Source: an optimization exercise on an open RTL-to-GDS flow (aim: small area and a short achievable clock period). Production flows keep margins and buffers that such runs may drop.
In this exercise RTL edits were held to simulation tests only and were not proved equivalent to the original.
Power and IR drop assume default switching activity.

**design/flow/constraint.sdc**
```tcl
create_clock -name core_clock -period 7.2 [get_ports {clk_i}]
set_input_delay 1.4400 -clock core_clock [delete_from_list [all_inputs] [get_ports {clk_i}]]
set_output_delay 1.4400 -clock core_clock [all_outputs]
set_load 0.01 [all_outputs]
```
**design/flow/flow/run.sh**
```bash
#!/bin/bash
set -euo pipefail
export BUFFER_PORTS_ARGS="-buffer_cell sky130_fd_sc_hd__buf_1"
export CTS_BUF_LIST="sky130_fd_sc_hd__clkbuf_8 sky130_fd_sc_hd__clkbuf_16"
export CTS_CLUSTER_SIZE=24
export CTS_CLUSTER_DIAMETER=100
export SETUP_SLACK_MARGIN=4.7
bash standard.sh finish > make_finish.log 2>&1
```
**design/flow/design.v**
```verilog
package y86Pkg;
    localparam int WORD_W = 64;                              
    localparam logic [3:0] REG_NONE = 4'hF;                  
    localparam logic [WORD_W-1:0] STACK_STEP = 64'd8;        
    localparam int ZF_BIT = 2;
    localparam int SF_BIT = 1;
    localparam int OF_BIT = 0;
    localparam logic [2:0] CC_RESET = 3'b100;                
    typedef enum logic [3:0] {
        HALT   = 4'h0,
        NOP    = 4'h1,
        CMOVXX = 4'h2,                                       
        IRMOVQ = 4'h3,
        RMMOVQ = 4'h4,
        MRMOVQ = 4'h5,
        OPQ    = 4'h6,
        JXX    = 4'h7,
        CALL   = 4'h8,
        RET    = 4'h9,
        PUSHQ  = 4'hA,
        POPQ   = 4'hB
    } icodeE;
    typedef enum logic [3:0] {
        ADD = 4'h0,
        SUB = 4'h1,
        AND = 4'h2,
        XOR = 4'h3
    } aluFunE;
    typedef enum logic [3:0] {
        YES = 4'h0,
        LE  = 4'h1,
        L   = 4'h2,
        E   = 4'h3,
        NE  = 4'h4,
        GE  = 4'h5,
        G   = 4'h6
    } condE;
    typedef enum logic [2:0] {
        BUBBLE = 3'd0,
        OK     = 3'd1,
        STALL  = 3'd4
    } statE;
endpackage
`timescale 1ns/1ps
module executeRegister (
    input  logic                         clk_i,
    input  logic                         rst_n_i,
    input  logic                         stall_i,
    input  logic                         bubble_i,
    input  logic [3:0]                   icode_i,
    input  logic [3:0]                   ifun_i,
    input  logic [2:0]                   stat_i,
    input  logic [y86Pkg::WORD_W-1:0]    valA_i,
    input  logic [y86Pkg::WORD_W-1:0]    valB_i,
    input  logic [y86Pkg::WORD_W-1:0]    valC_i,
    input  logic [3:0]                   dstE_i,
    input  logic [3:0]                   dstM_i,
    output logic                         bubble_o,
    output logic [3:0]                   icode_o,
    output logic [2:0]                   cfun_o,      
    output logic [2:0]                   stat_o,
    output logic [y86Pkg::WORD_W-1:0]    valA_o,
    output logic [y86Pkg::WORD_W-1:1]    opX_o,
    output logic [y86Pkg::WORD_W-1:1]    opY_o,
    output logic                         sum0_o,      
    output logic                         carry1_o,    
    output logic                         noCarry_o,
    output logic                         zeroE_o,     
    output logic [3:0]                   dstE_o,
    output logic [3:0]                   dstM_o
);
    localparam int W = y86Pkg::WORD_W;
    logic kill;
    logic load;
    assign kill = !rst_n_i || bubble_i;
    assign load = !rst_n_i || !stall_i;
    logic isOpq, isCmov, isIrmov, isMem, isPush, isPop, isJxx;
    assign isOpq   = (icode_i == y86Pkg::OPQ);
    assign isCmov  = (icode_i == y86Pkg::CMOVXX);
    assign isIrmov = (icode_i == y86Pkg::IRMOVQ);
    assign isMem   = (icode_i == y86Pkg::RMMOVQ) || (icode_i == y86Pkg::MRMOVQ);
    assign isPush  = (icode_i == y86Pkg::CALL)   || (icode_i == y86Pkg::PUSHQ);
    assign isPop   = (icode_i == y86Pkg::RET)    || (icode_i == y86Pkg::POPQ);
    assign isJxx   = (icode_i == y86Pkg::JXX);
    logic opAdd, opSub, opAnd, opXor;
    assign opAdd = isOpq && (ifun_i == 4'h0);
    assign opSub = isOpq && (ifun_i == 4'h1);
    assign opAnd = isOpq && (ifun_i == 4'h2);
    assign opXor = isOpq && (ifun_i == 4'h3);
    logic xB;
    assign xB = isOpq || isMem || isPush || isPop;
    logic opNone;
    assign opNone = isOpq && (ifun_i[3:2] != 2'b00);
    logic yA, yNA, yNAB, yC, yM8, yP8;
    assign yA   = opAdd || opXor || isCmov;
    assign yNA  = opSub;
    assign yNAB = opAnd;
    assign yC   = isIrmov || isMem;
    assign yM8  = isPush;
    assign yP8  = isPop;
    logic [W-1:0] xNext, yNext;
    assign xNext = {W{xB}} & valB_i;
    assign yNext = ({W{yA}}   & valA_i)
                 | ({W{yNA}}  & ~valA_i)
                 | ({W{yNAB}} & (~valA_i & valB_i))
                 | ({W{yC}}   & valC_i)
                 | ({W{yM8}}  & (-y86Pkg::STACK_STEP))
                 | ({W{yP8}}  & y86Pkg::STACK_STEP);
    logic sum0Next, carry1Next;
    assign sum0Next   = ((opAdd || opSub || opXor) && (valA_i[0] ^ valB_i[0]))
                      | (opAnd && (valA_i[0] & valB_i[0]))
                      | (isCmov && valA_i[0])
                      | (isIrmov && valC_i[0])
                      | (isMem && (valB_i[0] ^ valC_i[0]))
                      | ((isPush || isPop) && valB_i[0]);
    assign carry1Next = (opAdd && (valA_i[0] & valB_i[0]))
                      | (opSub && (valB_i[0] | ~valA_i[0]))
                      | (isMem && (valB_i[0] & valC_i[0]));
    logic [2:0] cfunNext;
    assign cfunNext = ((isJxx || isCmov) && (ifun_i < 4'd7)) ? ifun_i[2:0] : 3'd7;
    always_ff @(posedge clk_i) begin
        if (load) begin
            bubble_o <= kill;
            icode_o  <= icode_i;
            stat_o   <= stat_i;
            dstE_o   <= dstE_i;
            dstM_o   <= dstM_i;
            valA_o   <= valA_i;
            cfun_o   <= cfunNext;
            opX_o    <= xNext[W-1:1];
            opY_o    <= yNext[W-1:1];
            sum0_o   <= sum0Next;
            carry1_o <= carry1Next;
            noCarry_o <= opAnd || opXor || opNone;
            zeroE_o   <= opNone;
        end
    end
endmodule
`timescale 1ns/1ps
module aluUnit (
    input  logic [y86Pkg::WORD_W-1:1]    opX_i,
    input  logic [y86Pkg::WORD_W-1:1]    opY_i,
    input  logic                         sum0_i,
    input  logic                         carry1_i,
    input  logic                         noCarry_i,
    output logic [y86Pkg::WORD_W-1:0]    valE_o
);
    logic [63:1] gen;
    logic [63:1] prop;
    logic [63:1] carry;
    assign gen  = opX_i & opY_i;
    assign prop = opX_i ^ opY_i;
    logic gn1, pn1;
    logic gn2, pn2;
    logic gn3, pn3;
    logic gn4, pn4;
    logic gn5, pn5;
    logic gn6, pn6;
    logic gn7, pn7;
    logic gn8, pn8;
    logic gn9, pn9;
    logic gn10, pn10;
    logic gn11, pn11;
    logic gn12, pn12;
    logic gn13, pn13;
    logic gn14, pn14;
    logic gn15, pn15;
    logic gn16, pn16;
    logic gn17, pn17;
    logic gn18, pn18;
    logic gn19, pn19;
    logic gn20, pn20;
    logic gn21, pn21;
    logic gn22, pn22;
    logic gn23, pn23;
    logic gn24, pn24;
    logic gn25, pn25;
    logic gn26, pn26;
    logic gn27, pn27;
    logic gn28, pn28;
    logic gn29, pn29;
    logic gn30, pn30;
    logic gn31, pn31;
    logic gn32, pn32;
    logic gn33, pn33;
    logic gn34, pn34;
    logic gn35, pn35;
    logic gn36, pn36;
    logic gn37, pn37;
    logic gn38, pn38;
    logic gn39, pn39;
    logic gn40, pn40;
    logic gn41, pn41;
    logic gn42, pn42;
    logic gn43, pn43;
    logic gn44, pn44;
    logic gn45, pn45;
    logic gn46, pn46;
    logic gn47, pn47;
    logic gn48, pn48;
    logic gn49, pn49;
    logic gn50, pn50;
    logic gn51, pn51;
    logic gn52, pn52;
    logic gn53, pn53;
    logic gn54, pn54;
    logic gn55, pn55;
    logic gn56, pn56;
    logic gn57, pn57;
    logic gn58, pn58;
    logic gn59, pn59;
    logic gn60, pn60;
    logic gn61, pn61;
    logic gn62, pn62;
    logic gn63, pn63;
    logic gn64, pn64;
    logic gn65, pn65;
    logic gn66, pn66;
    logic gn67, pn67;
    logic gn68, pn68;
    logic gn69, pn69;
    logic gn70, pn70;
    logic gn71, pn71;
    logic gn72, pn72;
    logic gn73, pn73;
    logic gn74, pn74;
    logic gn75, pn75;
    logic gn76, pn76;
    logic gn77, pn77;
    logic gn78, pn78;
    logic gn79, pn79;
    logic gn80, pn80;
    logic gn81, pn81;
    logic gn82, pn82;
    logic gn83, pn83;
    logic gn84, pn84;
    logic gn85, pn85;
    logic gn86, pn86;
    logic gn87, pn87;
    logic gn88, pn88;
    logic gn89, pn89;
    logic gn90, pn90;
    logic gn91, pn91;
    logic gn92, pn92;
    logic gn93, pn93;
    logic gn94, pn94;
    logic gn95, pn95;
    logic gn96, pn96;
    logic gn97, pn97;
    logic gn98, pn98;
    logic gn99, pn99;
    logic gn100, pn100;
    logic gn101, pn101;
    logic gn102, pn102;
    logic gn103, pn103;
    logic gn104, pn104;
    logic gn105, pn105;
    logic gn106, pn106;
    logic gn107, pn107;
    logic gn108, pn108;
    logic gn109, pn109;
    logic gn110, pn110;
    logic gn111, pn111;
    logic gn112, pn112;
    logic gn113, pn113;
    logic gn114, pn114;
    logic gn115, pn115;
    logic gn116, pn116;
    logic gn117, pn117;
    logic gn118, pn118;
    logic gn119, pn119;
    logic gn120, pn120;
    assign gn1 = gen[1] | (prop[1] & carry1_i);
    assign gn2 = gen[3] | (prop[3] & gen[2]);
    assign pn2 = prop[3] & prop[2];
    assign gn3 = gen[5] | (prop[5] & gen[4]);
    assign pn3 = prop[5] & prop[4];
    assign gn4 = gen[7] | (prop[7] & gen[6]);
    assign pn4 = prop[7] & prop[6];
    assign gn5 = gen[9] | (prop[9] & gen[8]);
    assign pn5 = prop[9] & prop[8];
    assign gn6 = gen[11] | (prop[11] & gen[10]);
    assign pn6 = prop[11] & prop[10];
    assign gn7 = gen[13] | (prop[13] & gen[12]);
    assign pn7 = prop[13] & prop[12];
    assign gn8 = gen[15] | (prop[15] & gen[14]);
    assign pn8 = prop[15] & prop[14];
    assign gn9 = gen[17] | (prop[17] & gen[16]);
    assign pn9 = prop[17] & prop[16];
    assign gn10 = gen[19] | (prop[19] & gen[18]);
    assign pn10 = prop[19] & prop[18];
    assign gn11 = gen[21] | (prop[21] & gen[20]);
    assign pn11 = prop[21] & prop[20];
    assign gn12 = gen[23] | (prop[23] & gen[22]);
    assign pn12 = prop[23] & prop[22];
    assign gn13 = gen[25] | (prop[25] & gen[24]);
    assign pn13 = prop[25] & prop[24];
    assign gn14 = gen[27] | (prop[27] & gen[26]);
    assign pn14 = prop[27] & prop[26];
    assign gn15 = gen[29] | (prop[29] & gen[28]);
    assign pn15 = prop[29] & prop[28];
    assign gn16 = gen[31] | (prop[31] & gen[30]);
    assign pn16 = prop[31] & prop[30];
    assign gn17 = gen[33] | (prop[33] & gen[32]);
    assign pn17 = prop[33] & prop[32];
    assign gn18 = gen[35] | (prop[35] & gen[34]);
    assign pn18 = prop[35] & prop[34];
    assign gn19 = gen[37] | (prop[37] & gen[36]);
    assign pn19 = prop[37] & prop[36];
    assign gn20 = gen[39] | (prop[39] & gen[38]);
    assign pn20 = prop[39] & prop[38];
    assign gn21 = gen[41] | (prop[41] & gen[40]);
    assign pn21 = prop[41] & prop[40];
    assign gn22 = gen[43] | (prop[43] & gen[42]);
    assign pn22 = prop[43] & prop[42];
    assign gn23 = gen[45] | (prop[45] & gen[44]);
    assign pn23 = prop[45] & prop[44];
    assign gn24 = gen[47] | (prop[47] & gen[46]);
    assign pn24 = prop[47] & prop[46];
    assign gn25 = gen[49] | (prop[49] & gen[48]);
    assign pn25 = prop[49] & prop[48];
    assign gn26 = gen[51] | (prop[51] & gen[50]);
    assign pn26 = prop[51] & prop[50];
    assign gn27 = gen[53] | (prop[53] & gen[52]);
    assign pn27 = prop[53] & prop[52];
    assign gn28 = gen[55] | (prop[55] & gen[54]);
    assign pn28 = prop[55] & prop[54];
    assign gn29 = gen[57] | (prop[57] & gen[56]);
    assign pn29 = prop[57] & prop[56];
    assign gn30 = gen[59] | (prop[59] & gen[58]);
    assign pn30 = prop[59] & prop[58];
    assign gn31 = gen[61] | (prop[61] & gen[60]);
    assign pn31 = prop[61] & prop[60];
    assign gn32 = gen[63] | (prop[63] & gen[62]);
    assign pn32 = prop[63] & prop[62];
    assign gn33 = gn2 | (pn2 & gn1);
    assign gn34 = gn4 | (pn4 & gn3);
    assign pn34 = pn4 & pn3;
    assign gn35 = gn6 | (pn6 & gn5);
    assign pn35 = pn6 & pn5;
    assign gn36 = gn8 | (pn8 & gn7);
    assign pn36 = pn8 & pn7;
    assign gn37 = gn10 | (pn10 & gn9);
    assign pn37 = pn10 & pn9;
    assign gn38 = gn12 | (pn12 & gn11);
    assign pn38 = pn12 & pn11;
    assign gn39 = gn14 | (pn14 & gn13);
    assign pn39 = pn14 & pn13;
    assign gn40 = gn16 | (pn16 & gn15);
    assign pn40 = pn16 & pn15;
    assign gn41 = gn18 | (pn18 & gn17);
    assign pn41 = pn18 & pn17;
    assign gn42 = gn20 | (pn20 & gn19);
    assign pn42 = pn20 & pn19;
    assign gn43 = gn22 | (pn22 & gn21);
    assign pn43 = pn22 & pn21;
    assign gn44 = gn24 | (pn24 & gn23);
    assign pn44 = pn24 & pn23;
    assign gn45 = gn26 | (pn26 & gn25);
    assign pn45 = pn26 & pn25;
    assign gn46 = gn28 | (pn28 & gn27);
    assign pn46 = pn28 & pn27;
    assign gn47 = gn30 | (pn30 & gn29);
    assign pn47 = pn30 & pn29;
    assign gn48 = gn32 | (pn32 & gn31);
    assign pn48 = pn32 & pn31;
    assign gn49 = gn34 | (pn34 & gn33);
    assign gn50 = gn36 | (pn36 & gn35);
    assign pn50 = pn36 & pn35;
    assign gn51 = gn38 | (pn38 & gn37);
    assign pn51 = pn38 & pn37;
    assign gn52 = gn40 | (pn40 & gn39);
    assign pn52 = pn40 & pn39;
    assign gn53 = gn42 | (pn42 & gn41);
    assign pn53 = pn42 & pn41;
    assign gn54 = gn44 | (pn44 & gn43);
    assign pn54 = pn44 & pn43;
    assign gn55 = gn46 | (pn46 & gn45);
    assign pn55 = pn46 & pn45;
    assign gn56 = gn48 | (pn48 & gn47);
    assign pn56 = pn48 & pn47;
    assign gn57 = gn50 | (pn50 & gn49);
    assign gn58 = gn52 | (pn52 & gn51);
    assign pn58 = pn52 & pn51;
    assign gn59 = gn54 | (pn54 & gn53);
    assign pn59 = pn54 & pn53;
    assign gn60 = gn56 | (pn56 & gn55);
    assign pn60 = pn56 & pn55;
    assign gn61 = gn58 | (pn58 & gn57);
    assign gn62 = gn60 | (pn60 & gn59);
    assign pn62 = pn60 & pn59;
    assign gn63 = gn62 | (pn62 & gn61);
    assign gn64 = gn59 | (pn59 & gn61);
    assign gn65 = gn51 | (pn51 & gn57);
    assign gn66 = gn53 | (pn53 & gn61);
    assign gn67 = gn55 | (pn55 & gn64);
    assign gn68 = gn35 | (pn35 & gn49);
    assign gn69 = gn37 | (pn37 & gn57);
    assign gn70 = gn39 | (pn39 & gn65);
    assign gn71 = gn41 | (pn41 & gn61);
    assign gn72 = gn43 | (pn43 & gn66);
    assign gn73 = gn45 | (pn45 & gn64);
    assign gn74 = gn47 | (pn47 & gn67);
    assign gn75 = gn3 | (pn3 & gn33);
    assign gn76 = gn5 | (pn5 & gn49);
    assign gn77 = gn7 | (pn7 & gn68);
    assign gn78 = gn9 | (pn9 & gn57);
    assign gn79 = gn11 | (pn11 & gn69);
    assign gn80 = gn13 | (pn13 & gn65);
    assign gn81 = gn15 | (pn15 & gn70);
    assign gn82 = gn17 | (pn17 & gn61);
    assign gn83 = gn19 | (pn19 & gn71);
    assign gn84 = gn21 | (pn21 & gn66);
    assign gn85 = gn23 | (pn23 & gn72);
    assign gn86 = gn25 | (pn25 & gn64);
    assign gn87 = gn27 | (pn27 & gn73);
    assign gn88 = gn29 | (pn29 & gn67);
    assign gn89 = gn31 | (pn31 & gn74);
    assign gn90 = gen[2] | (prop[2] & gn1);
    assign gn91 = gen[4] | (prop[4] & gn33);
    assign gn92 = gen[6] | (prop[6] & gn75);
    assign gn93 = gen[8] | (prop[8] & gn49);
    assign gn94 = gen[10] | (prop[10] & gn76);
    assign gn95 = gen[12] | (prop[12] & gn68);
    assign gn96 = gen[14] | (prop[14] & gn77);
    assign gn97 = gen[16] | (prop[16] & gn57);
    assign gn98 = gen[18] | (prop[18] & gn78);
    assign gn99 = gen[20] | (prop[20] & gn69);
    assign gn100 = gen[22] | (prop[22] & gn79);
    assign gn101 = gen[24] | (prop[24] & gn65);
    assign gn102 = gen[26] | (prop[26] & gn80);
    assign gn103 = gen[28] | (prop[28] & gn70);
    assign gn104 = gen[30] | (prop[30] & gn81);
    assign gn105 = gen[32] | (prop[32] & gn61);
    assign gn106 = gen[34] | (prop[34] & gn82);
    assign gn107 = gen[36] | (prop[36] & gn71);
    assign gn108 = gen[38] | (prop[38] & gn83);
    assign gn109 = gen[40] | (prop[40] & gn66);
    assign gn110 = gen[42] | (prop[42] & gn84);
    assign gn111 = gen[44] | (prop[44] & gn72);
    assign gn112 = gen[46] | (prop[46] & gn85);
    assign gn113 = gen[48] | (prop[48] & gn64);
    assign gn114 = gen[50] | (prop[50] & gn86);
    assign gn115 = gen[52] | (prop[52] & gn73);
    assign gn116 = gen[54] | (prop[54] & gn87);
    assign gn117 = gen[56] | (prop[56] & gn67);
    assign gn118 = gen[58] | (prop[58] & gn88);
    assign gn119 = gen[60] | (prop[60] & gn74);
    assign gn120 = gen[62] | (prop[62] & gn89);
    assign carry = {gn120, gn89, gn119, gn74, gn118, gn88, gn117, gn67, gn116, gn87, gn115, gn73, gn114, gn86, gn113, gn64, gn112, gn85, gn111, gn72, gn110, gn84, gn109, gn66, gn108, gn83, gn107, gn71, gn106, gn82, gn105, gn61, gn104, gn81, gn103, gn70, gn102, gn80, gn101, gn65, gn100, gn79, gn99, gn69, gn98, gn78, gn97, gn57, gn96, gn77, gn95, gn68, gn94, gn76, gn93, gn49, gn92, gn75, gn91, gn33, gn90, gn1, carry1_i};
    assign valE_o = {prop ^ (carry & {63{!noCarry_i}}), sum0_i};
endmodule
`timescale 1ns/1ps
module condUnit (
    input  logic                         clk_i,
    input  logic                         rst_n_i,
    input  logic                         stall_i,
    input  logic                         setCc_i,      
    input  logic                         xSign_i,      
    input  logic                         ySign_i,      
    input  logic                         noCarry_i,    
    input  logic [y86Pkg::WORD_W-1:0]    mValE_i,      
    input  logic [2:0]                   cfun_i,
    output logic                         cnd_o
);
    localparam int MSB = y86Pkg::WORD_W - 1;
    logic [2:0] ccSaved;
    logic       fromM;         
    logic       mSignSame;     
    logic       mXSign;        
    logic [2:0] cc;
    logic       zf;
    logic       sf;
    logic       of;
    assign zf = fromM ? (mValE_i == '0) : ccSaved[y86Pkg::ZF_BIT];
    assign sf = fromM ? mValE_i[MSB]    : ccSaved[y86Pkg::SF_BIT];
    assign of = fromM ? (mSignSame && (mValE_i[MSB] != mXSign)) : ccSaved[y86Pkg::OF_BIT];
    always_comb begin
        cc = '0;
        cc[y86Pkg::ZF_BIT] = zf;
        cc[y86Pkg::SF_BIT] = sf;
        cc[y86Pkg::OF_BIT] = of;
    end
    always_ff @(posedge clk_i) begin
        if (!rst_n_i) begin
            ccSaved <= y86Pkg::CC_RESET;
            fromM   <= 1'b0;
        end else begin
            ccSaved <= cc;
            fromM   <= setCc_i && !stall_i;
        end
    end
    always_ff @(posedge clk_i) begin
        mSignSame <= (xSign_i == ySign_i) && !noCarry_i;
        mXSign    <= xSign_i;
    end
    always_comb begin
        case (cfun_i)
            3'd0:    cnd_o = 1'b1;
            3'd1:    cnd_o = (sf ^ of) | zf;
            3'd2:    cnd_o = sf ^ of;
            3'd3:    cnd_o = zf;
            3'd4:    cnd_o = !zf;
            3'd5:    cnd_o = !(sf ^ of);
            3'd6:    cnd_o = !(sf ^ of) && !zf;
            default: cnd_o = 1'b0;
        endcase
    end
endmodule
`timescale 1ns/1ps
module memoryRegister (
    input  logic                         clk_i,
    input  logic                         rst_n_i,
    input  logic                         stall_i,
    input  logic                         bubble_i,    
    input  logic                         zeroE_i,     
    input  logic [3:0]                   icode_i,
    input  logic [2:0]                   stat_i,
    input  logic [y86Pkg::WORD_W-1:0]    valE_i,
    input  logic [y86Pkg::WORD_W-1:0]    valA_i,
    input  logic [3:0]                   dstE_i,
    input  logic [3:0]                   dstM_i,
    input  logic                         cnd_i,
    output logic [3:0]                   icode_o,
    output logic [2:0]                   stat_o,
    output logic [y86Pkg::WORD_W-1:0]    valE_o,
    output logic [y86Pkg::WORD_W-1:0]    valA_o,
    output logic [3:0]                   dstE_o,
    output logic [3:0]                   dstM_o,
    output logic                         cnd_o
);
    logic [3:0] dstESel;
    assign dstESel = (icode_i == y86Pkg::CMOVXX && !cnd_i) ? y86Pkg::REG_NONE : dstE_i;
    always_ff @(posedge clk_i) begin
        if (!rst_n_i || stall_i || bubble_i) begin       
            icode_o <= y86Pkg::NOP;
            stat_o  <= y86Pkg::BUBBLE;
            valE_o  <= '0;
            valA_o  <= '0;
            dstE_o  <= y86Pkg::REG_NONE;
            dstM_o  <= y86Pkg::REG_NONE;
            cnd_o   <= 1'b0;
        end else begin
            icode_o <= icode_i;
            stat_o  <= stat_i;
            valE_o  <= zeroE_i ? '0 : valE_i;
            valA_o  <= valA_i;
            dstE_o  <= dstESel;
            dstM_o  <= dstM_i;
            cnd_o   <= cnd_i;
        end
    end
endmodule
`timescale 1ns/1ps
module executeStage (
    input  logic                         clk_i,
    input  logic                         rst_n_i,
    input  logic                         stall_i,
    input  logic                         bubble_i,
    input  logic [3:0]                   icode_i,
    input  logic [3:0]                   ifun_i,
    input  logic [2:0]                   stat_i,
    input  logic [y86Pkg::WORD_W-1:0]    valA_i,
    input  logic [y86Pkg::WORD_W-1:0]    valB_i,
    input  logic [y86Pkg::WORD_W-1:0]    valC_i,
    input  logic [3:0]                   dstE_i,
    input  logic [3:0]                   dstM_i,
    input  logic [3:0]                   srcA_i,      
    input  logic [3:0]                   srcB_i,
    output logic [3:0]                   icode_o,
    output logic [2:0]                   stat_o,
    output logic [y86Pkg::WORD_W-1:0]    valE_o,
    output logic [y86Pkg::WORD_W-1:0]    valA_o,
    output logic [3:0]                   dstE_o,
    output logic [3:0]                   dstM_o,
    output logic                         cnd_o
);
    logic                      eBubble;
    logic [3:0]                eIcode;
    logic [2:0]                eCfun;
    logic                      eSetCc;
    logic [2:0]                eStat;
    logic [y86Pkg::WORD_W-1:0] eValA;
    logic [y86Pkg::WORD_W-1:1] eOpX;
    logic [y86Pkg::WORD_W-1:1] eOpY;
    logic                      eSum0;
    logic                      eCarry1;
    logic                      eNoCarry;
    assign eSetCc = (eIcode == y86Pkg::OPQ) && !eBubble;
    logic                      eZeroE;
    logic [3:0]                eDstE;
    logic [3:0]                eDstM;
    logic [y86Pkg::WORD_W-1:0] aluValE;
    logic                      eCnd;
    executeRegister u_executeRegister (
        .clk_i   (clk_i),   .rst_n_i (rst_n_i), .stall_i (stall_i), .bubble_i (bubble_i),
        .icode_i (icode_i), .ifun_i  (ifun_i),  .stat_i  (stat_i),
        .valA_i  (valA_i),  .valB_i  (valB_i),  .valC_i  (valC_i),
        .dstE_i  (dstE_i),  .dstM_i  (dstM_i),
        .bubble_o (eBubble),
        .icode_o (eIcode),  .cfun_o  (eCfun),   .stat_o (eStat),
        .valA_o  (eValA),   .opX_o   (eOpX),    .opY_o   (eOpY),   .sum0_o (eSum0), .carry1_o (eCarry1),
        .noCarry_o (eNoCarry), .zeroE_o (eZeroE),
        .dstE_o  (eDstE),   .dstM_o  (eDstM)
    );
    aluUnit u_aluUnit (
        .opX_i  (eOpX),    .opY_i   (eOpY),    .sum0_i (eSum0), .carry1_i (eCarry1), .noCarry_i (eNoCarry),
        .valE_o (aluValE)
    );
    condUnit u_condUnit (
        .clk_i   (clk_i),  .rst_n_i (rst_n_i), .stall_i (stall_i),
        .setCc_i (eSetCc), .xSign_i (eOpX[y86Pkg::WORD_W-1]), .ySign_i (eOpY[y86Pkg::WORD_W-1]),
        .noCarry_i (eNoCarry),
        .mValE_i (valE_o), .cfun_i (eCfun), .cnd_o (eCnd)
    );
    memoryRegister u_memoryRegister (
        .clk_i   (clk_i),   .rst_n_i (rst_n_i), .stall_i (stall_i), .bubble_i (eBubble),
        .zeroE_i (eZeroE),
        .icode_i (eIcode),  .stat_i  (eStat),   .valE_i  (aluValE), .valA_i (eValA),
        .dstE_i  (eDstE),   .dstM_i  (eDstM),   .cnd_i   (eCnd),
        .icode_o (icode_o), .stat_o  (stat_o),  .valE_o  (valE_o),  .valA_o (valA_o),
        .dstE_o  (dstE_o),  .dstM_o  (dstM_o),  .cnd_o   (cnd_o)
    );
endmodule
```
**design/flow/standard.sh**
```bash
#!/bin/bash
# synth_recipe.tcl (not shown) runs the flow's synth.tcl, then flattens the netlist and writes it again
# the make line also repeats each setting of config.mk as NAME=value (left out here)
make -C /OpenROAD-flow-scripts/flow DESIGN_CONFIG=/design/flow/config.mk WORK_HOME=/design/flow/orfs CLKGATE_MAP_FILE= SYNTH_SCRIPT=/design/flow/synth_recipe.tcl "${@:-finish}"
```
**design/flow/config.mk**
```make
export PLATFORM = sky130hd
export DESIGN_NAME = executeStage
export DESIGN_NICKNAME = executeStage
export VERILOG_FILES = /design/flow/design.v
export SDC_FILE = /design/flow/constraint.sdc
export NUM_CORES = 4
export LEC_CHECK = 0
export ABC_AREA = 1
export CAP_MARGIN = 20
export CORE_MARGIN = 2
export CORE_UTILIZATION = 40
export SLEW_MARGIN = 20
```
==> out/metrics.yaml, run 1 <==
yosys:
  synth_top_area_share_pct: 40.2
  synthArstFlopShare_pct: 0
  synth_area_per_cell_um2: 9.45
  seq_area_frac_synth_pct: 59.0
  synth.distinct_cells: 46
  synth_top_area_cell: "edfxtp_1"
  synth.area.top_cells: "edfxtp_1 40%, dfxtp_1 19%, inv_1 6.8%"
  synth_ff_type: "edfxtp_1"
  syn_area_mm2: 0.0159
  ys_ff_latch: 363
  synth_nets: 1972
  synth-warning-count: 3
  synth-edff-count: 213
  synth_cells: 1684
place:
  gp_congestion: 0.820
  pre_cts_slack_ps: 3070
  port_buffers: 358
  hpwl_um: 27800
clock_tree:
  clock_path_buffers: 3
  cts_tree: "done"
  clkLatencyLatePin_ps: 550
  h-tree-depth: 1
  clk_pin_slew_ps: 100
  cts_root_buf: "clkbuf_16"
  cts.sinks: 363
  numCtsBuffers: 19
setup_path:
  start_kind: "input port"
  cp-end-kind: "flip-flop"
  crit_path_max_fanout: 64
  crit_required_ps: 7540
  arrival_ps: 2880
  crit_type: "in2reg"
floorplanning:
  die_w_um: 203
  io_pins: 367
  rows: 73
  die-area_mm2: 0.0414
  dieHeight_um: 203
  start_util_pct: 40.2
  core-area_mm2: 0.0395
run_status:
  status: "no timing/DRC/antenna violations"
sta:
  slew_violations: 0
  worst_slew_pin_slew_ps: 679
  finClkSkew_ps: 18.9
  rsz0062_at_grt: "true"
  min_period_ps: 2530
  post-route-period-util_pct: 35.2
  max_slew_margin_pct: 54.8
  max_freq_ghz: 0.395
  finalHoldViolCount: 0
  finalSetupViolCount: 0
  fin_tns_setup_ps: 0
  finalWorstSetupSlack_ps: 4670
global_routing:
  antenna_found_initial: 0
  globalRouteMet1Util_pct: 24.3
  grt_max_degree: 77
  grt_pass1_vias: 12308
  grt_pass1_wl_um: 64100
  use_met3_pct: 3.52
  track_usage_pct: 19.6
  grt_overflow: 0
  met2_usage_pct: 34.6
  gr-max-usage-layer: "met2"
power:
  leakage_nw: 8.75
  power_density_mw_per_mm2: 219
  ir_drop_mv: 0.164
worst_hold_path:
  hp-class: "reg2reg"
finish:
  syn2layout_area_growth_pct: 26.2
  regArea_mm2: 0.00950
  multi_input_area_mm2: 0.00584
  layout_common_cells: "294 x inv_1, 234 x buf_1, 227 x nand2_1"
  drive_gt1_share_pct: 19.4
  final_common_cell: "inv_1"
  nets: 2345
  antenna_cells: 0
  final_core_util_pct: 50.8
  fill_cells: 3701
detailed_routing:
  first_pass_iters: 5
  viasPerCell: 4.93
  wl_per_cell_um: 17.3
  drc: 0
  drt_iter0_drc: 585
  vias: 12800
  drt_wl_total_um: 44900
  postRouteAntennaNets: 0
flow_run:
  drv_cap: 0
[layout make-up]
cell class	instances	share of cell area [%]
multi-input combinational	969	29.1
sequential	363	47.3
timing repair inverter	3	0.262
clock buffer	19	2.37
inverter	297	5.77
clock inverter	15	0.517
tap	525	3.27
timing repair buffer	404	11.4
[metal layers]
metal / part of all wire, % / routed length (µm) / vias up
met5: 0 / 0 / -
met4: 3.4 / 1530 / 0
met3: 6.3 / 2830 / 82
met2: 49 / 21900 / 411
met1: 41 / 18600 / 6022
li1: - / - / 6285
[repair_timing]
item                       CTS  global route
cloned                       2             5
resized for setup          199           199
setup endpoints to repair  406           199
setup buffers                7            24
hold buffers                 0             0
pin swaps                   17            37
[cells in the mapped netlist, types with 2 or more instances]
| master | number |
|---|---|
| or2_0 | 2 |
| or2_1 | 4 |
| inv_1 | 287 |
| xor2_1 | 5 |
| o221ai_1 | 2 |
| nor2_1 | 196 |
| o21ai_2 | 4 |
| o21ai_0 | 110 |
| a21oi_1 | 139 |
| o22ai_1 | 3 |
| nand3b_1 | 4 |
| and2_0 | 2 |
| inv_2 | 9 |
| a21o_1 | 11 |
| nand2_1 | 246 |
| dfxtp_1 | 150 |
| nand2_4 | 4 |
| or2_2 | 20 |
| edfxtp_1 | 213 |
| clkbuf_1 | 50 |
| nand4_1 | 2 |
| nor3_1 | 9 |
| o211ai_1 | 65 |
| buf_2 | 4 |
| nand3_1 | 24 |
| nor4_1 | 16 |
| nand2_2 | 11 |
| nor2_2 | 2 |
| ha_1 | 65 |
| o21bai_1 | 2 |
| a22oi_1 | 2 |
| o21ai_1 | 7 |
[path summary, 6_finish.rpt]
check	from	endpoint	slack [ps]	cells past startpoint
worst max-delay path	ifun_i[3]	u_executeRegister.opY_o[46]	4670	9
worst min-delay path	u_executeRegister.opX_o[63]	u_condUnit.mXSign	410	0
worst max register to register	u_executeRegister.opY_o[12]	u_memoryRegister.valE_o[63]	4740	20
worst min register to register	u_executeRegister.opX_o[63]	u_condUnit.mXSign	410	0
[registers in the layout (all words and copies together) (netlist names), 3 cells and up]
| register | flops |
|---|---|
| u_condUnit.ccSaved | 3 |
| u_executeRegister.cfun_o | 3 |
| u_executeRegister.dstE_o | 4 |
| u_executeRegister.dstM_o | 4 |
| u_executeRegister.icode_o | 4 |
| u_executeRegister.opX_o | 63 |
| u_executeRegister.opY_o | 63 |
| u_executeRegister.stat_o | 3 |
| u_executeRegister.valA_o | 64 |
| u_memoryRegister.dstE_o | 4 |
| u_memoryRegister.dstM_o | 4 |
| u_memoryRegister.icode_o | 4 |
| u_memoryRegister.stat_o | 3 |
| u_memoryRegister.valA_o | 64 |
| u_memoryRegister.valE_o | 64 |
[stage by stage]
| stage | power [mW] | area [µm²] | cells | hold WS [ps] |
|---|---|---|---|---|
| after floorplan | 2.88 | 16100 | 1684 | 367 |
| after global placement | 3.08 | 17900 | 2523 | 378 |
| after detailed placement | 3.10 | 17900 | 2523 | 383 |
| after CTS | 4.33 | 19100 | 2566 | 406 |
| after global routing | 4.62 | 20100 | 2595 | 424 |
| final | 4.40 | 20100 | 2595 | 405 |
[power by group]
group,internal [mW],total (mW),switching [mW]
clock network,0.531,1.21,0.683
registers,2.36,2.43,0.0652
logic,0.302,0.760,0.458
total,3.20,4.40,1.21
[cells by family (layout without fill, tap and decap cells)]
logic type               after synthesis  after routing  share of synthesized area (%)
flip-flops                           363            363                           59.0
buffers and inverters                353            738                           8.38
XOR/XNOR                               6              6                          0.330
adder cells (fa/ha/maj)               65             65                           5.11
AO/OA/AOI/OAI                        352            352                           12.7
AND/OR/NAND/NOR                      545            546                           14.4
[worst max-delay path: stages]
cell and delay, ps:
buf_1 110, nor2_4 140, inv_2 90, nor2_2 190, nand3_2 130, buf_12 200
o21ai_1 160, inv_1 60, o211ai_1 260
==> run 2: changes to the inputs <==
==> design/flow/flow/run.sh (replaced) <==
#!/bin/bash
set -euo pipefail
export BUFFER_PORTS_ARGS="-buffer_cell sky130_fd_sc_hd__buf_1"
export CTS_BUF_LIST="sky130_fd_sc_hd__clkbuf_8 sky130_fd_sc_hd__clkbuf_16"
export CTS_CLUSTER_SIZE=24
export CTS_CLUSTER_DIAMETER=100
export SETUP_SLACK_MARGIN=4.62
bash standard.sh finish > make_finish.log 2>&1
==> run 2 against run 1 <==
Still clean on timing, DRC and antenna. Clock power fell by 3%. Hold slack gained 27 ps. Global-route usage grew 0.48 points. Area after synthesis unchanged. First-iteration DRC count grew 25%. Count of clock-buffer cells in the layout stayed put.
==> out/metrics.yaml, run 2 <==
run_status:
  status: "no timing/DRC/antenna violations"
yosys:
  synth_area_per_cell_um2: 9.45
  yosys-top-cells-count: "287 x inv_1, 246 x nand2_1, 213 x edfxtp_1, 196 x nor2_1, 150 x dfxtp_1"
  synth_nets: 1972
  synth_top_area_cell: "edfxtp_1"
  synth-edff-count: 213
  synth_cells: 1684
  seq_area_frac_synth_pct: 59.0
  yosysMostFrequentCell: "inv_1"
  synth.area.top_cells: "edfxtp_1 40%, dfxtp_1 19%, inv_1 6.8%"
  synthArstFlopShare_pct: 0
  synth_top_area_share_pct: 40.2
  synth.distinct_cells: 46
  synth-warning-count: 3
  synth_ff_type: "edfxtp_1"
  syn_area_mm2: 0.0159
  ys_ff_latch: 363
sta:
  max_freq_ghz: 0.387
  post-route-period-util_pct: 35.9
  fin_tns_setup_ps: 0
  finalWorstSetupSlack_ps: 4620
  whs_ps: 432
  min_period_ps: 2580
  worst_slew_pin_slew_ps: 833
  max_slew_margin_pct: 44.4
  finalSetupViolCount: 0
  finClkSkew_ps: 22.7
  rsz0062_at_grt: "true"
  slew_violations: 0
  finalHoldViolCount: 0
detailed_routing:
  wl_per_cell_um: 17.2
  first_pass_iters: 6
  postRouteAntennaNets: 0
  drt_iter0_drc: 734
  drt_wl_total_um: 44300
  vias: 12687
  drc: 0
  viasPerCell: 4.93
finish:
  reg_top3: "u_executeRegister.valA_o x64, u_memoryRegister.valA_o x64, u_memoryRegister.valE_o x64"
  fill_cells: 3740
  nets: 2325
  final_common_cell: "buf_1"
  layout_common_cells: "324 x buf_1, 294 x inv_1, 227 x nand2_1"
  antenna_cells: 0
  regArea_mm2: 0.00941
  multi_input_area_mm2: 0.00565
  drive_gt1_share_pct: 10.2
  syn2layout_area_growth_pct: 20.7
setup_path:
  crit_path_max_fanout: 16
  start_kind: "input port"
  reg2reg_slack_ps: 4720
  crit_type: "in2reg"
  worstReg2RegEnd: "u_memoryRegister.valE_o[43]"
  reg2reg_from: "u_executeRegister.opY_o[1]"
  crit_required_ps: 7540
  cp-end-kind: "flip-flop"
  rr_worst_depth: 21
  arrival_ps: 2920
place:
  pre_cts_slack_ps: 3020
  port_buffers: 358
  gp_congestion: 0.834
  hpwl_um: 28000
worst_hold_path:
  worstHoldStart: "u_executeRegister.dstE_o[1]"
  hp-class: "reg2reg"
  whs_endpoint: "u_memoryRegister.dstE_o[1]"
  min_path_cells: 1
floorplanning:
  io_pins: 367
  die_w_um: 203
  dieHeight_um: 203
  start_util_pct: 40.2
  core-area_mm2: 0.0395
  rows: 73
  die-area_mm2: 0.0414
clock_tree:
  h-tree-depth: 1
  clk_pin_slew_ps: 100
  cts.sinks: 363
  cts_tree: "done"
  numCtsBuffers: 19
  holdBufCountCts: 0
  clkLatencyLatePin_ps: 540
  cts_root_buf: "clkbuf_16"
  clock_path_buffers: 3
global_routing:
  antenna_found_initial: 0
  grt_pass1_vias: 12301
  grt_max_degree: 77
  grt_overflow: 0
  grt_pass1_wl_um: 65000
  track_usage_pct: 20.1
power:
  power_density_mw_per_mm2: 224
  ir_drop_mv: 0.174
  leakage_nw: 8.16
  design_power_total_mw: 4.30
flow_run:
  drv_cap: 0
## run 2: changes by cell type in the layout (fill, tap and decap cells not counted), sizes merged
cell and change:
buf +17, bufinv -1, clkbuf -36
## run 2: area by class of cell
cell class / instances / share of cell area, %
Sequential cell: 363 / 49.0
Multi-Input combinational cell: 969 / 29.4
Timing Repair Buffer: 385 / 9.12
Inverter: 297 / 6.06
Tap cell: 525 / 3.42
Clock buffer: 19 / 2.47
Clock inverter: 15 / 0.456
Timing Repair inverter: 2 / 0.117
## run 2: timing repair
item	4_1_cts	5_1_grt
setup endpoints to repair	329	159
cloned	4	2
endpoints found under the hold margin	0	0
resized for setup	45	90
buffers inserted	6	7
pin swaps	5	27
## run 2: per-stage QoR
stage	instances	cell area [µm²]	utilization (%)
2_1_floorplan	1684	16100	-
3_3_place_gp	2522	17900	45.2
3_5_place_dp	2522	17900	45.2
4_1_cts	2566	18700	47.2
5_1_grt	2575	19200	48.6
6_report	2575	19200	48.6
## run 2: worst max path at each step
stage	from	slack [ps]	cells past startpoint	to
floorplan	rst_n_i	4540	1	u_executeRegister.bubble_o
global route	u_executeRegister.opY_o[1]	4570	20	u_memoryRegister.valE_o[45]
detailed placement	icode_i[2]	3020	9	u_executeRegister.opY_o[48]
global placement	icode_i[2]	3040	9	u_executeRegister.opY_o[48]
CTS	icode_i[2]	4570	8	u_executeRegister.opY_o[1]
finish	icode_i[2]	4620	11	u_executeRegister.opY_o[48]
## run 2: where the power goes
group | internal [mW] | switching (mW)
Sequential | 2.36 | 0.0594
Combinational | 0.264 | 0.445
Clock | 0.496 | 0.677
## run 2: cell families after synthesis
| logic type | share of synthesized area [%] |
|---|---|
| compound gates | 12.7 |
| xor+xnor | 0.330 |
| fa+ha+maj | 5.11 |
| buf+inv | 8.38 |
| flops | 59.0 |
| simple gates | 14.4 |
## run 2: layer usage
layer  wire (µm)  global-route usage, %  vias to the layer above  share of wire (%)
li1            -                      -                     6242                  -
met1       18600                   25.4                     5964                 42
met2       21900                   35.4                      410                 49
met3        2730                   2.91                       71                6.2
met4        1180                   6.52                        0                2.7
met5           0                      0                        -                  0
## run 2: worst max-delay path, cell delays in order
cell,delay (ps)
clkbuf_4,180
inv_12,40
nor2_4,160
nand2_4,110
inv_1,120
nand3_1,150
o311ai_4,110
buf_12,180
buf_16,190
nand2_1,80
o211ai_1,140
==> run 3: changes to the inputs <==
==> design/flow/flow/run.sh (replaced) <==
#!/bin/bash
set -euo pipefail
export BUFFER_PORTS_ARGS="-buffer_cell sky130_fd_sc_hd__buf_1"
export CTS_BUF_LIST="sky130_fd_sc_hd__clkbuf_8 sky130_fd_sc_hd__clkbuf_16"
export CTS_CLUSTER_SIZE=24
export CTS_CLUSTER_DIAMETER=100
export SETUP_SLACK_MARGIN=4.6
bash standard.sh finish > make_finish.log 2>&1
==> run 3 against run 2 <==
Global-route usage decreased by 0.21 points. Sequential cell count unchanged. Sequential share of layout area decreased by 0.38 points. Synthesized cell count unchanged. Non-clock buffer count increased by 12. Cell count increased by 0.50%. Core utilization increased by 0.40 points. Via count decreased by 0.31%. Wire length increased by 0.16%. Critical endpoint is now valE_o[34]. Highest routed layer unchanged.
==> out/metrics.yaml, run 3 <==
run_status:
  status: "no timing/DRC/antenna violations"
yosys:
  synth-warning-count: 3
  synthArstFlopShare_pct: 0
  synth_area_per_cell_um2: 9.45
  synth.distinct_cells: 46
  yosysMostFrequentCell: "inv_1"
  synth_ff_type: "edfxtp_1"
  synth-edff-count: 213
  seq_area_frac_synth_pct: 59.0
  synth.area.top_cells: "edfxtp_1 40%, dfxtp_1 19%, inv_1 6.8%"
  yosys-top-cells-count: "287 x inv_1, 246 x nand2_1, 213 x edfxtp_1, 196 x nor2_1, 150 x dfxtp_1"
  synth_top_area_cell: "edfxtp_1"
  synth_nets: 1972
  synth_top_area_share_pct: 40.2
  syn_area_mm2: 0.0159
  ys_ff_latch: 363
  synth_cells: 1684
finish:
  antenna_cells: 0
  final_cell_area_mm2: 0.0194
  drive_gt1_share_pct: 10.5
  finalNonFillerCells: 2588
  syn2layout_area_growth_pct: 21.7
  layout_common_cells: "334 x buf_1, 292 x inv_1, 228 x nand2_1"
  final_common_cell: "buf_1"
  reg_top3: "u_executeRegister.valA_o x64, u_memoryRegister.valA_o x64, u_memoryRegister.valE_o x64"
  fill_cells: 3718
  nets: 2338
worst_hold_path:
  hp-class: "reg2reg"
place:
  gp_congestion: 0.799
  port_buffers: 358
  dp_cells: 2524
  place_area_mm2: 0.0179
  hpwl_um: 28900
setup_path:
  arrival_ps: 1120
  crit_family: "flip-flops"
  start_kind: "flip-flop"
  cp-end-kind: "output pin"
  crit_type: "reg2out"
  crit_required_ps: 5760
  cp_slowest_cell: "dfxtp_1"
  path_cells: "buf_1"
  cp_num_buf_inv: 1
  crit_path_max_fanout: 2
  slowest_delay_ps: 380
sta:
  post-route-period-util_pct: 35.6
  whs_ps: 435
  rsz0062_at_grt: "true"
  max_freq_ghz: 0.390
  slew_violations: 0
  fin_tns_setup_ps: 0
  min_period_ps: 2560
  finClkSkew_ps: 29.9
  max_slew_margin_pct: 54.1
  finalSetupViolCount: 0
  finalHoldViolCount: 0
  worst_slew_pin_slew_ps: 689
floorplanning:
  dieHeight_um: 203
  core-area_mm2: 0.0395
  die-area_mm2: 0.0414
  start_util_pct: 40.2
  io_pins: 367
  die_w_um: 203
  rows: 73
detailed_routing:
  viasPerCell: 4.89
  first_pass_iters: 5
  drt_wl_total_um: 44400
  vias: 12648
  drt_iter0_drc: 681
  wl_per_cell_um: 17.2
  drc: 0
  postRouteAntennaNets: 0
clock_tree:
  numCtsBuffers: 19
  clk_pin_slew_ps: 90
  clkLatencyLatePin_ps: 560
  cts_tree: "done"
  clock_path_buffers: 3
  h-tree-depth: 1
  cts_root_buf: "clkbuf_16"
  cts.sinks: 363
power:
  power_density_mw_per_mm2: 223
  p_int_mw: 3.12
  p_switching_mw: 1.19
  p_sw_share_pct: 27.7
  pwr-share-seq_pct: 56.2
  design_power_total_mw: 4.32
  ir_drop_mv: 0.146
  power_frac_clock_pct: 27.5
  combPwrFrac_pct: 16.3
  leakage_nw: 8.19
flow_run:
  drv_cap: 0
global_routing:
  grt_pass1_wl_um: 64800
  grt_pass1_vias: 12113
  grt_overflow: 0
  antenna_found_initial: 2
  grt_max_degree: 78
  track_usage_pct: 19.9
run 3: cell counts after synthesis:
Identical to the previous run, type by type.
run 3: kinds of logic (layout without fill, tap and decap cells):
| kind of cell | Yosys count | after routing | synth area share (%) |
|---|---|---|---|
| xor gates and xnor gates | 6 | 6 | 0.330 |
| adders and majority gates | 65 | 65 | 5.11 |
| and+or+nand+nor | 545 | 548 | 14.4 |
| DFF | 363 | 363 | 59.0 |
| buffers and inverters | 353 | 729 | 8.38 |
| AOI/OAI and AO/OA | 352 | 352 | 12.7 |
run 3: per-layer routing:
layer / track usage [%] / part of all wire, % / vias to the layer above
met5: 0 / 0 / -
met4: 6.39 / 3.0 / 0
met3: 3.23 / 5.6 / 65
met2: 34.3 / 48 / 347
met1: 25.5 / 43 / 5953
li1: - / - / 6283
run 3: path summary, 6_finish.rpt:
check                              start                           to  slack [ps]  cells past startpoint
max reg2reg  u_executeRegister.opX_o[14]  u_memoryRegister.valE_o[63]        4720                     20
min reg2reg  u_executeRegister.dstM_o[0]   u_memoryRegister.dstM_o[0]         440                      1
max          u_memoryRegister.valE_o[34]                   valE_o[34]        4640                      1
min          u_executeRegister.dstM_o[0]   u_memoryRegister.dstM_o[0]         440                      1
run 3: power by group through the flow:
stage	sequential (mW)	clock, mW	combinational (mW)
final	2.42	1.19	0.706
after global routing	2.44	1.29	0.799
after CTS	2.42	1.22	0.656
after detailed placement	2.46	0	0.639
after global placement	2.46	0	0.625
after floorplan	2.46	0	0.420
run 3: layout make-up:
cell class	count	area, µm²	share of cell area [%]
clock buffer	19	475	2.45
clock inverter	15	78.8	0.407
inverter	297	1160	6.00
multi-input combinational	971	5720	29.5
sequential	363	9410	48.6
tap	525	657	3.39
timing repair buffer	397	1850	9.54
timing repair inverter	1	20.0	0.103
run 3: timing repair:
action / 4_1_cts / 5_1_grt
endpoints found under the setup margin: 313 / 137
buffers inserted: 6 / 16
cloned: 3 / 5
hold buffers: 0 / 0
resized for setup: 48 / 83
pin swaps: 4 / 22
run 3: metrics by stage:
stage               utilization, %  worst slack (ps)
finish                        49.0              4640
global route                  49.0              4560
CTS                           47.3              4590
detailed placement            45.3              3140
global placement              45.3              3150
floorplan                        -              4540
==> run 4: changes to the inputs <==
==> design/flow/flow/run.sh (replaced) <==
#!/bin/bash
set -euo pipefail
export BUFFER_PORTS_ARGS="-buffer_cell sky130_fd_sc_hd__buf_1"
export CTS_BUF_LIST="sky130_fd_sc_hd__clkbuf_8 sky130_fd_sc_hd__clkbuf_16"
export CTS_CLUSTER_SIZE=24
export CTS_CLUSTER_DIAMETER=100
export SETUP_SLACK_MARGIN=4.65
bash standard.sh finish > make_finish.log 2>&1
==> run 4 against run 3 <==
Register-to-register slack better by 40 ps. Hold slack worse by 0.63 ps. Maximum frequency up 1.3%. Synthesized cell count unchanged. Still clean on timing, DRC and antenna. Clock power about the same. First-iteration DRC count up 14%. Critical endpoint is now valE_o[7]. Count of clock-buffer cells in the layout unchanged.
==> out/metrics.yaml, run 4 <==
detailed_routing:
  viasPerCell: 4.95
  postRouteAntennaNets: 0
  drt_iter0_drc: 778
  drc: 0
  first_pass_iters: 5
  wl_per_cell_um: 18.0
  drt_wl_total_um: 46600
  vias: 12798
global_routing:
  grt_pass1_vias: 12267
  grt_overflow: 0
  track_usage_pct: 20.7
  grt_max_degree: 77
  grt_pass1_wl_um: 66900
  antenna_found_initial: 3
yosys:
  synthArstFlopShare_pct: 0
  synth.distinct_cells: 46
  synth_ff_type: "edfxtp_1"
  synth-edff-count: 213
  synth.area.top_cells: "edfxtp_1 40%, dfxtp_1 19%, inv_1 6.8%"
  ys_ff_latch: 363
  syn_area_mm2: 0.0159
  yosys-top-cells-count: "287 x inv_1, 246 x nand2_1, 213 x edfxtp_1, 196 x nor2_1, 150 x dfxtp_1"
  synth-warning-count: 3
  synth_top_area_share_pct: 40.2
  synth_cells: 1684
  yosysMostFrequentCell: "inv_1"
  seq_area_frac_synth_pct: 59.0
  synth_area_per_cell_um2: 9.45
  synth_nets: 1972
  synth_top_area_cell: "edfxtp_1"
floorplanning:
  die-area_mm2: 0.0414
  core-area_mm2: 0.0395
  dieHeight_um: 203
  start_util_pct: 40.2
  io_pins: 367
  rows: 73
  die_w_um: 203
place:
  port_buffers: 358
  gp_congestion: 0.822
  hpwl_um: 28000
  pre_cts_slack_ps: 3150
finish:
  final_common_cell: "buf_1"
  drive_gt1_share_pct: 13.1
  nets: 2334
  antenna_cells: 0
  syn2layout_area_growth_pct: 22.6
  reg_top3: "u_executeRegister.valA_o x64, u_memoryRegister.valA_o x64, u_memoryRegister.valE_o x64"
  layout_common_cells: "301 x buf_1, 294 x inv_1, 225 x nand2_1"
worst_hold_path:
  hp-class: "reg2reg"
clock_tree:
  cts_root_buf: "clkbuf_16"
  cts_tree: "done"
  holdBufCountCts: 0
  clk_pin_slew_ps: 100
  clock_path_buffers: 3
  h-tree-depth: 1
  clkLatencyLatePin_ps: 550
  cts.sinks: 363
  numCtsBuffers: 19
sta:
  max_slew_margin_pct: 50.9
  slew_violations: 0
  min_period_ps: 2530
  fin_tns_setup_ps: 0
  post-route-period-util_pct: 35.1
  rsz0062_at_grt: "true"
  finClkSkew_ps: 29.4
  finalWorstSetupSlack_ps: 4670
  finalHoldViolCount: 0
  finalSetupViolCount: 0
  max_freq_ghz: 0.395
  whs_ps: 435
  worst_slew_pin_slew_ps: 736
setup_path:
  start_kind: "flip-flop"
  cp_slowest_cell: "dfxtp_1"
  crit_family: "flip-flops"
  slowest_delay_ps: 370
  path_cells: "buf_2"
  crit_type: "reg2out"
  arrival_ps: 1090
  crit_path_max_fanout: 2
  cp-end-kind: "output pin"
  cp_num_buf_inv: 1
  crit_required_ps: 5760
flow_run:
  drv_cap: 0
power:
  power_density_mw_per_mm2: 222
  ir_drop_mv: 0.171
  leakage_nw: 8.38
  design_power_total_mw: 4.34
run_status:
  status: "no timing/DRC/antenna violations"
-- run 4: worst paths after layout --
kind | end | depth (start not counted) | slack (ps) | from
worst max-delay path | valE_o[7] | 1 | 4670 | u_memoryRegister.valE_o[7]
worst min-delay path | u_memoryRegister.dstM_o[0] | 1 | 430 | u_executeRegister.dstM_o[0]
worst max register to register | u_memoryRegister.valE_o[49] | 16 | 4760 | u_executeRegister.opX_o[14]
worst min register to register | u_memoryRegister.dstM_o[0] | 1 | 430 | u_executeRegister.dstM_o[0]
-- run 4: report_power, final --
group,internal (mW),switching (mW),leakage [nW],total [mW]
clock,0.495,0.685,0.318,1.18
sequential,2.36,0.0617,3.45,2.42
combinational,0.279,0.458,4.61,0.737
total,3.14,1.21,8.38,4.34
-- run 4: per-stage QoR --
stage	area [µm²]	utilization [%]	std cells
3_5_place_dp	17900	45.3	2521
6_report	19500	49.4	2584
2_1_floorplan	16100	-	1684
5_1_grt	19500	49.4	2584
3_3_place_gp	17900	45.3	2521
4_1_cts	18800	47.6	2568
-- run 4: kinds of logic (layout without fill, tap and decap cells) --
kind of cell	Yosys count	in the layout	share of synthesized area, %
compound gates	352	352	12.7
xor+xnor	6	6	0.330
fa+ha+maj	65	65	5.11
buf+inv	353	726	8.38
flops	363	363	59.0
simple gates	545	547	14.4
-- run 4: area by class of cell --
type                       instances  area (µm²)
sequential                       363        9430
timing repair inverter             3        47.5
timing repair buffer             392        1930
multi-input combinational        970        5750
tap                              525         657
inverter                         297        1150
clock inverter                    15        77.6
clock buffer                      19         475
fill                            3731       20000
-- run 4: repair_timing --
item	in CTS	in global routing
buffers inserted	7	11
setup endpoints to repair	361	193
cloned	6	5
pin swaps	17	22
gates resized for setup	92	131
-- run 4: routing by layer --
metal	vias up	track usage (%)	part of all wire, %
li1	6278	-	-
met1	6055	26.0	42
met2	389	36.6	49
met3	74	3.10	6.2
met4	2	6.88	3.2
met5	-	0	0.028
==> run 5: changes to the inputs <==
--- a/design/flow/config.mk
+++ b/design/flow/config.mk
@@ -8,5 +8,5 @@
 export ABC_AREA = 1
 export CAP_MARGIN = 20
 export CORE_MARGIN = 2
-export CORE_UTILIZATION = 40
+export CORE_UTILIZATION = 50
 export SLEW_MARGIN = 20
==> run 5 against run 4 <==
Still clean. Core utilization grew 12 points. Cell count fell by 4.5%. Hold slack worse by 12 ps. Global-route usage grew 3.9 points. Maximum frequency shrank 1.6%. Register-to-register slack worse by 30 ps. Critical path type is now in2reg. Highest routed layer is now met4.
==> out/metrics.yaml, run 5 <==
yosys:
  synth_nets: 1972
  yosys-top-cells-count: "287 x inv_1, 246 x nand2_1, 213 x edfxtp_1, 196 x nor2_1, 150 x dfxtp_1"
  ys_ff_latch: 363
  synth_area_per_cell_um2: 9.45
  synth_ff_type: "edfxtp_1"
  synth-edff-count: 213
  synthMuxAreaShare_pct: 0
  synth_top_family_by_area: "simple AND/OR/NAND/NOR gates"
  yosysMostFrequentCell: "inv_1"
  seq_area_frac_synth_pct: 59.0
  synthArstFlopShare_pct: 0
  synth_cells: 1684
  synth_fa_ha_area_share_pct: 5.11
  synth-xor-area-share_pct: 0.330
  synth.distinct_cells: 46
  synth_top_area_cell: "edfxtp_1"
  synth_compound_area_share_pct: 12.7
  synth_top_area_share_pct: 40.2
  synth-simple-area-share_pct: 14.4
  syn_area_mm2: 0.0159
  synth-warning-count: 3
  synth.area.top_cells: "edfxtp_1 40%, dfxtp_1 19%, inv_1 6.8%"
sta:
  min_period_ps: 2570
  finalSetupViolCount: 0
  fin_tns_setup_ps: 0
  post-route-period-util_pct: 35.7
  max_slew_margin_pct: 55.5
  finalHoldViolCount: 0
  max_freq_ghz: 0.389
  whs_ps: 423
  rsz0062_at_grt: "true"
  slew_violations: 0
  finClkSkew_ps: 22.2
  worst_slew_pin_slew_ps: 661
power:
  p_sw_share_pct: 27.3
  ir_drop_mv: 0.236
  leakage_nw: 8.29
  combPwrFrac_pct: 17.0
  p_switching_mw: 1.18
  pwr-share-seq_pct: 56.2
  power_frac_clock_pct: 26.7
  p_int_mw: 3.14
  power_density_mw_per_mm2: 222
floorplanning:
  dieHeight_um: 182
  core-area_mm2: 0.0315
  io_pins: 367
  start_util_pct: 50.6
  die_w_um: 182
  rows: 65
  die-area_mm2: 0.0333
finish:
  final_cell_area_mm2: 0.0194
  reg_top3: "u_executeRegister.valA_o x64, u_memoryRegister.valA_o x64, u_memoryRegister.valE_o x64"
  layout_common_cells: "321 x buf_1, 292 x inv_1, 221 x nand2_1"
  syn2layout_area_growth_pct: 21.8
  final_common_cell: "buf_1"
  antenna_cells: 0
  drive_gt1_share_pct: 12.0
  fill_cells: 2748
  nets: 2343
setup_path:
  reg2reg_slack_ps: 4730
  start_kind: "input port"
  cp-end-kind: "flip-flop"
  crit_type: "in2reg"
  crit_path_max_fanout: 16
  crit_required_ps: 7470
  arrival_ps: 2840
place:
  place_area_mm2: 0.0177
  hpwl_um: 27300
  port_buffers: 358
  gp_congestion: 0.833
global_routing:
  grt_pass1_vias: 12116
  track_usage_pct: 24.6
  grt_overflow: 0
  antenna_found_initial: 1
  grt_max_degree: 81
  grt_pass1_wl_um: 63800
detailed_routing:
  postRouteAntennaNets: 0
  wl_per_cell_um: 18.1
  drt_wl_total_um: 44700
  vias: 12869
  first_pass_iters: 6
  drt_iter0_drc: 861
  drc: 0
  viasPerCell: 5.21
run_status:
  status: "no timing/DRC/antenna violations"
clock_tree:
  cts_root_buf: "clkbuf_16"
  clk_pin_slew_ps: 100
  cts.sinks: 363
  cts_tree: "done"
  clkLatencyLatePin_ps: 530
  clock_path_buffers: 3
  h-tree-depth: 1
  numCtsBuffers: 19
worst_hold_path:
  hp-class: "reg2reg"
flow_run:
  drv_cap: 0
run 5: cell counts after synthesis:
No cell type changed its count.
run 5: path summary, 6_finish.rpt:
path                                from                     endpoint  cells after the start
max                           icode_i[0]   u_executeRegister.opY_o[1]                     10
min          u_executeRegister.opX_o[63]            u_condUnit.mXSign                      0
max reg2reg  u_executeRegister.opY_o[12]  u_memoryRegister.valE_o[63]                     20
min reg2reg  u_executeRegister.opX_o[63]            u_condUnit.mXSign                      0
run 5: power by group through the flow:
stage | logic [mW] | registers (mW) | clock network [mW]
after floorplan | 0.419 | 2.46 | 0
after global placement | 0.623 | 2.46 | 0
after detailed placement | 0.634 | 2.46 | 0
after CTS | 0.659 | 2.41 | 1.19
after global routing | 0.826 | 2.44 | 1.25
final | 0.735 | 2.42 | 1.15
run 5: timing repair:
action	4_1_cts	5_1_grt
gates cloned	5	7
setup buffers	10	16
hold buffers	0	0
gates resized for setup	56	115
pin swaps	7	39
setup endpoints to repair	426	266
run 5: kinds of logic after synthesis:
kind of cell	after synthesis
compound gates	352
xor+xnor	6
fa+ha+maj	65
buf+inv	353
flops	363
simple gates	545
run 5: per-stage QoR:
| step | util, % | power, mW | instances | setup slack [ps] |
|---|---|---|---|---|
| floorplan | - | 2.88 | 1684 | 4540 |
| global placement | 56.4 | 3.08 | 2398 | 3040 |
| detailed placement | 56.4 | 3.10 | 2398 | 3040 |
| CTS | 59.2 | 4.26 | 2446 | 4630 |
| global route | 61.6 | 4.52 | 2469 | 4540 |
| finish | 61.6 | 4.31 | 2469 | 4630 |
run 5: layout make-up:
| type | count | area, µm² | area share, % |
|---|---|---|---|
| Clock buffer | 19 | 475 | 2.45 |
| Clock inverter | 14 | 78.8 | 0.407 |
| Inverter | 297 | 1140 | 5.89 |
| Multi-Input combinational cell | 971 | 5820 | 30.0 |
| Sequential cell | 363 | 9410 | 48.5 |
| Tap cell | 402 | 503 | 2.59 |
| Timing Repair Buffer | 399 | 1910 | 9.85 |
| Timing Repair inverter | 4 | 50.0 | 0.258 |
run 5: critical path, stage by stage:
cell,delay [ps]
buf_1,230
nor2_4,70
nand2_4,120
inv_2,70
nand3_2,100
o311ai_4,130
buf_4,170
clkbuf_16,200
a22oi_1,180
o21ai_2,110
run 5: routing by layer:
layer	global-route usage (%)	vias up	routed length, µm
met4	7.35	0	1570
met2	42.6	461	21300
met1	31.2	6041	18400
met5	0	-	0
met3	5.09	75	3400
li1	-	6292	-
==> run 6: changes to the inputs <==
==> design/flow/flow/run.sh (replaced) <==
#!/bin/bash
set -euo pipefail
export BUFFER_PORTS_ARGS="-buffer_cell sky130_fd_sc_hd__buf_1"
export CTS_BUF_LIST="sky130_fd_sc_hd__clkbuf_8 sky130_fd_sc_hd__clkbuf_16"
export CTS_CLUSTER_SIZE=30
export CTS_CLUSTER_DIAMETER=100
export SETUP_SLACK_MARGIN=4.65
bash standard.sh finish > make_finish.log 2>&1
--- a/design/flow/config.mk
+++ b/design/flow/config.mk
@@ -8,5 +8,5 @@
 export ABC_AREA = 1
 export CAP_MARGIN = 20
 export CORE_MARGIN = 2
-export CORE_UTILIZATION = 50
+export CORE_UTILIZATION = 40
 export SLEW_MARGIN = 20
==> run 6 against run 5 <==
Still clean on timing, DRC and antenna. Design area is essentially flat. Hold slack gained 17 ps. Non-clock buffer count shrank 6. Die area grew 24%. Core utilization shrank 13 points. Clock power shrank 4%. Count of clock-buffer cells in the layout shrank 3. Clock skew grew 18 ps. First-iteration DRC count shrank 32%. Wire length grew 0.41%. Area after synthesis is the same. Global-route usage shrank 4.1 points. Critical endpoint is now u_memoryRegister.valE_o[50].
==> out/metrics.yaml, run 6 <==
yosys:
  synth_ff_type: "edfxtp_1"
  synthArstFlopShare_pct: 0
  synth_top_area_cell: "edfxtp_1"
  synth_cells: 1684
  synth.area.top_cells: "edfxtp_1 40%, dfxtp_1 19%, inv_1 6.8%"
  synth-warning-count: 3
  syn_area_mm2: 0.0159
  yosysMostFrequentCell: "inv_1"
  synth_top_area_share_pct: 40.2
  seq_area_frac_synth_pct: 59.0
  synth_area_per_cell_um2: 9.45
  synth-edff-count: 213
  synth.distinct_cells: 46
  ys_ff_latch: 363
  yosys-top-cells-count: "287 x inv_1, 246 x nand2_1, 213 x edfxtp_1, 196 x nor2_1, 150 x dfxtp_1"
  synth_nets: 1972
floorplanning:
  die-area_mm2: 0.0414
  core-area_mm2: 0.0395
  die_w_um: 203
  dieHeight_um: 203
  io_pins: 367
  start_util_pct: 40.2
  rows: 73
sta:
  finalHoldViolCount: 0
  whs_ps: 441
  worst_slew_pin_slew_ps: 698
  min_period_ps: 2540
  finClkSkew_ps: 40.5
  fin_tns_setup_ps: 0
  post-route-period-util_pct: 35.3
  max_freq_ghz: 0.394
  max_slew_margin_pct: 53.4
  finalSetupViolCount: 0
  slew_violations: 0
  rsz0062_at_grt: "true"
clock_tree:
  numCtsBuffers: 16
  h-tree-depth: 1
  clk_pin_slew_ps: 110
  clock_path_buffers: 3
  cts.sinks: 363
  clkLatencyLatePin_ps: 560
  cts_tree: "done"
  cts_root_buf: "clkbuf_16"
  holdBufCountCts: 0
global_routing:
  grt_pass1_wl_um: 66500
  grt_overflow: 0
  grt_pass1_vias: 12277
  track_usage_pct: 20.5
  antenna_found_initial: 0
  grt_max_degree: 77
finish:
  layout_common_cells: "291 x inv_1, 291 x buf_1, 228 x nand2_1"
  drive_gt1_share_pct: 14.2
  antenna_cells: 0
  nets: 2331
  reg_top3: "u_executeRegister.valA_o x64, u_memoryRegister.valA_o x64, u_memoryRegister.valE_o x64"
  final_cell_area_mm2: 0.0194
  fill_cells: 3733
  syn2layout_area_growth_pct: 21.9
setup_path:
  start_kind: "input port"
  crit_path_max_fanout: 31
  crit_start: "rst_n_i"
  rr_worst_depth: 15
  arrival_ps: 2990
  worstReg2RegEnd: "u_memoryRegister.valE_o[15]"
  crit_type: "in2reg"
  reg2reg_slack_ps: 4730
  crit_required_ps: 7650
  cp-end-kind: "flip-flop"
  reg2reg_from: "u_executeRegister.opY_o[1]"
detailed_routing:
  viasPerCell: 4.92
  wl_per_cell_um: 17.4
  first_pass_iters: 5
  drt_wl_total_um: 44800
  vias: 12688
  postRouteAntennaNets: 0
  drt_iter0_drc: 583
  drc: 0
power:
  ir_drop_mv: 0.214
  leakage_nw: 8.29
  design_power_total_mw: 4.26
  power_density_mw_per_mm2: 219
worst_hold_path:
  min_path_cells: 1
  hp-class: "reg2reg"
  worstHoldStart: "u_executeRegister.dstM_o[0]"
  whs_endpoint: "u_memoryRegister.dstM_o[0]"
run_status:
  status: "no timing/DRC/antenna violations"
place:
  port_buffers: 358
  gp_congestion: 0.822
  place_area_mm2: 0.0179
  hpwl_um: 28000
flow_run:
  drv_cap: 0
-- run 6: cell types whose count changed in the layout (fill, tap and decap cells not counted), sizes merged --
cell	delta
buf	-6
bufbuf	+1
clkbuf	-4
clkinv	-1
inv	-3
nor2	-1
-- run 6: metrics by stage --
| stage | instances | setup WS [ps] | utilization [%] |
|---|---|---|---|
| after floorplan | 1684 | 4540 | - |
| after global placement | 2521 | 3210 | 45.3 |
| after CTS | 2568 | 4630 | 47.8 |
| after detailed placement | 2521 | 3150 | 45.3 |
| final | 2578 | 4660 | 49.1 |
| after global routing | 2578 | 4540 | 49.1 |
-- run 6: power breakdown --
group / internal, mW / switching (mW)
Sequential: 2.36 / 0.0618
Combinational: 0.281 / 0.452
Clock: 0.426 / 0.674
Total: 3.07 / 1.19
-- run 6: worst max path at each step --
stage                                             end  depth (start not counted)
after floorplan            u_executeRegister.bubble_o                          1
after global placement     u_executeRegister.opY_o[1]                          9
after detailed placement  u_executeRegister.opY_o[31]                          9
after CTS                                  valE_o[39]                          1
after global routing      u_memoryRegister.valE_o[45]                         20
final                     u_memoryRegister.valE_o[50]                          8
-- run 6: what timing repair did --
item	CTS	global route
resized for setup	124	119
cloned	5	2
pin swaps	19	13
endpoints found under the setup margin	365	200
buffers inserted	14	8
-- run 6: worst max-delay path: stages --
cell,delay [ps]
buf_2,220
inv_1,170
nor3_4,280
inv_2,100
nor2_4,130
buf_6,300
o21ai_0,140
a21oi_1,190
-- run 6: metal layers --
metal,track usage [%],part of all wire (%)
met5,0,0
met4,6.28,2.6
met3,3.55,6.1
met2,36.0,49
met1,25.8,42
-- run 6: cells by family (layout without fill, tap and decap cells) --
family / Yosys count / after routing / share of synthesized area (%)
and+or+nand+nor: 545 / 547 / 14.4
DFF: 363 / 363 / 59.0
buffers and inverters: 353 / 720 / 8.38
AOI/OAI and AO/OA: 352 / 352 / 12.7
adders and majority gates: 65 / 65 / 5.11
xor gates and xnor gates: 6 / 6 / 0.330
-- run 6: layout make-up --
cell class	instances	area, µm²	share of cell area (%)
clock buffers	16	400	2.06
clock inverters	12	78.8	0.406
inverters	297	1160	6.00
multi-input cells	970	5700	29.4
flip-flops and latches	363	9460	48.8
well taps	525	657	3.39
repair buffers	393	1920	9.92
repair inverters	2	22.5	0.116

re-timing with driven ports:
In the flow no input, the clock included, has a driving cell. The finished layouts below were timed again as built, in two steps. Step 1, drivers: a clkbuf_16 drives clk_i and a buf_2 each remaining input, both assumed. Step 2, shift: input delay + t, output delay - t, t = (earliest + latest rising clock arrival at the registers) / 2. This alone moves slack from input paths to output paths. Three values: no drivers, after step 1, after step 2; two values: the first two.
run | t, ns | setup WS [ns]
run 1 | 0.589 | 4.665 / 4.661 / 4.084
run 2 | 0.583 | 4.616 / 4.596 / 4.052
run 3 | 0.595 | 4.637 / 4.587 / 4.073
run 4 | 0.592 | 4.671 / 4.616 / 4.124
run 5 | 0.570 | 4.630 / 4.631 / 4.091
run 6 | 0.593 | 4.660 / 4.632 / 4.091
After both steps every run listed still meets setup and hold.
